Background: an optimization exercise with open tools, aiming at small area, a short achievable clock period and few clock cycles per item. Do not read the settings as production practice. Function was checked by simulation only, so behaviour that the tests miss may differ from the original.

== v6 ==
==> flow/design.v (excerpt) <==
module srgb_to_xyz_pixel_converter
(
    input  logic   clk,
    input  logic   rst_n,
    input  logic   pix_valid,
    output logic   pix_stall,
    input  srgbxyz_pkg::pixel_t pix,
    output logic   xyz_valid,
    input  logic   xyz_stall,
    output srgbxyz_pkg::xyz_t   xyz
);
    logic        v0, v1, v2, v3;
    logic        adv;
    srgbxyz_pkg::pixel_t pix_q;
    srgbxyz_pkg::pixel_t pix_in;
    logic [15:0] lr, lg, lb;
    logic [15:0] lin_r, lin_g, lin_b;
    logic        r0_lc1;
    logic        r0_lc2;
    logic        r0_lc3;
    logic        r0_lc4;
    logic        r0_lc5;
    logic        r0_lc6;
    logic        r0_lc7;
    logic        ck0, ck0_q;
    logic [29:0] ca0, ca0_q;
    logic [28:0] cb0, cb0_q;
    logic [36:0] y0;
    logic r0_t0, r0_t1, r0_t2, r0_t3, r0_t4, r0_t5, r0_t6, r0_t7, r0_t8, r0_t9, r0_t10, r0_t11;
    logic r0_t12, r0_t13, r0_t14, r0_t15, r0_t16, r0_t17, r0_t18, r0_t19, r0_t20, r0_t21, r0_t22, r0_t23;
    logic r0_t24, r0_t25, r0_t26, r0_t27, r0_t28, r0_t29, r0_t30, r0_t31, r0_t32, r0_t33, r0_t34, r0_t35;
    logic r0_t36, r0_t37, r0_t38, r0_t39, r0_t40, r0_t41, r0_t42, r0_t43, r0_t44, r0_t45, r0_t46, r0_t47;
    logic r0_t48, r0_t49, r0_t50, r0_t51, r0_t52, r0_t53, r0_t54, r0_t55, r0_t56, r0_t57, r0_t58, r0_t59;
    logic r0_t60, r0_t61, r0_t62, r0_t63, r0_t64, r0_t65, r0_t66, r0_t67, r0_t68, r0_t69, r0_t70, r0_t71;
    logic r0_t72, r0_t73, r0_t74, r0_t75, r0_t76, r0_t77, r0_t78, r0_t79, r0_t80, r0_t81, r0_t82, r0_t83;
    logic r0_t84, r0_t85, r0_t86, r0_t87, r0_t88, r0_t89, r0_t90, r0_t91, r0_t92, r0_t93, r0_t94, r0_t95;
    logic r0_t96, r0_t97, r0_t98, r0_t99, r0_t100, r0_t101, r0_t102, r0_t103, r0_t104, r0_t105, r0_t106, r0_t107;
    logic r0_t108, r0_t109, r0_t110, r0_t111, r0_t112, r0_t113, r0_t114, r0_t115, r0_t116, r0_t117, r0_t118, r0_t119;
    logic r0_t120, r0_t121, r0_t122, r0_t123, r0_t124, r0_t125, r0_t126, r0_t127, r0_t128, r0_t129, r0_t130, r0_t131;
    logic r0_t132, r0_t133, r0_t134, r0_t135, r0_t136, r0_t137, r0_t138, r0_t139, r0_t140, r0_t141, r0_t142, r0_t143;
    logic r0_t144, r0_t145, r0_t146, r0_t147, r0_t148, r0_t149, r0_t150, r0_t151, r0_t152, r0_t153, r0_t154, r0_t155;
    logic r0_t156, r0_t157, r0_t158, r0_t159, r0_t160, r0_t161, r0_t162, r0_t163, r0_t164, r0_t165, r0_t166, r0_t167;
  ...
For scale: roughly 300 flip-flops, ~75 I/O pins.
clock: 9.0 ns
lec_check: 0
cap_margin: 20
core_margin: 2
core_utilization: 60
setup_slack_margin: 5
slew_margin: 20
synth_hierarchical: 1
tns_end_percent: 100
run.sh (not shown) runs the stock make flow with config.mk's settings and CLKGATE_MAP_FILE= SYNTH_SCRIPT=/design/flow/synth_recipe.tcl, a recipe that flattens the netlist after the stock synthesis.
Testbench counts of v6, summed over its fixed seeds: cycles 32,032, items 32,000.
> inputs changed (v6 -> v7)
- swapping 60 for 40 in CORE_UTILIZATION
==> comparison <==
Summary of the comparison: worst setup slack is lower in v7, relative to v6.
Across both runs, total track usage was lower for v7 than for v6.
Detailed route, v7 vs v6: via total lower for v7
Looking at number of buffers outside the clock class in the layout, v7 sits above v6.
v6 → v7: cell area climbed 1.6%; HPWL after detailed placement went down.
Lower floorplan die width was reported by v6, not v7.
Looking at fraction of cell area in non-clock buffers, v7 sits 0.17 points lower than v6 does.

[separate check: timing with driven ports]
How much do the figures lean on ideal ports? The routed layouts below were timed once more, with nothing changed but the port constraints.
Step 1: set_driving_cell puts a clkbuf_16 on clk and a buf_2 on each other input, an assumption about the parent block.
Step 2, shift: input delay + t, output delay - t, t = (earliest + latest rising clock arrival at the registers) / 2. This alone moves slack from input paths to output paths.
a / b / c = ideal ports / drivers / drivers and shift; a / b = the first two.
run | t, ns | setup slack, ns | clock arrival spread, ns | worst register clock-pin slew, ns
v6 | 0.649 | 4.972 / 4.903 / 4.903 | 0.031 / 0.031 | 0.07 / 0.07
v7 | 0.689 | 4.920 / 4.888 / 4.888 | 0.043 / 0.043 | 0.08 / 0.08
After both steps every run listed still meets setup and hold. The setup slack of v6, which loses most, moves by -0.069 ns with the drivers and by -0.069 ns with both steps.
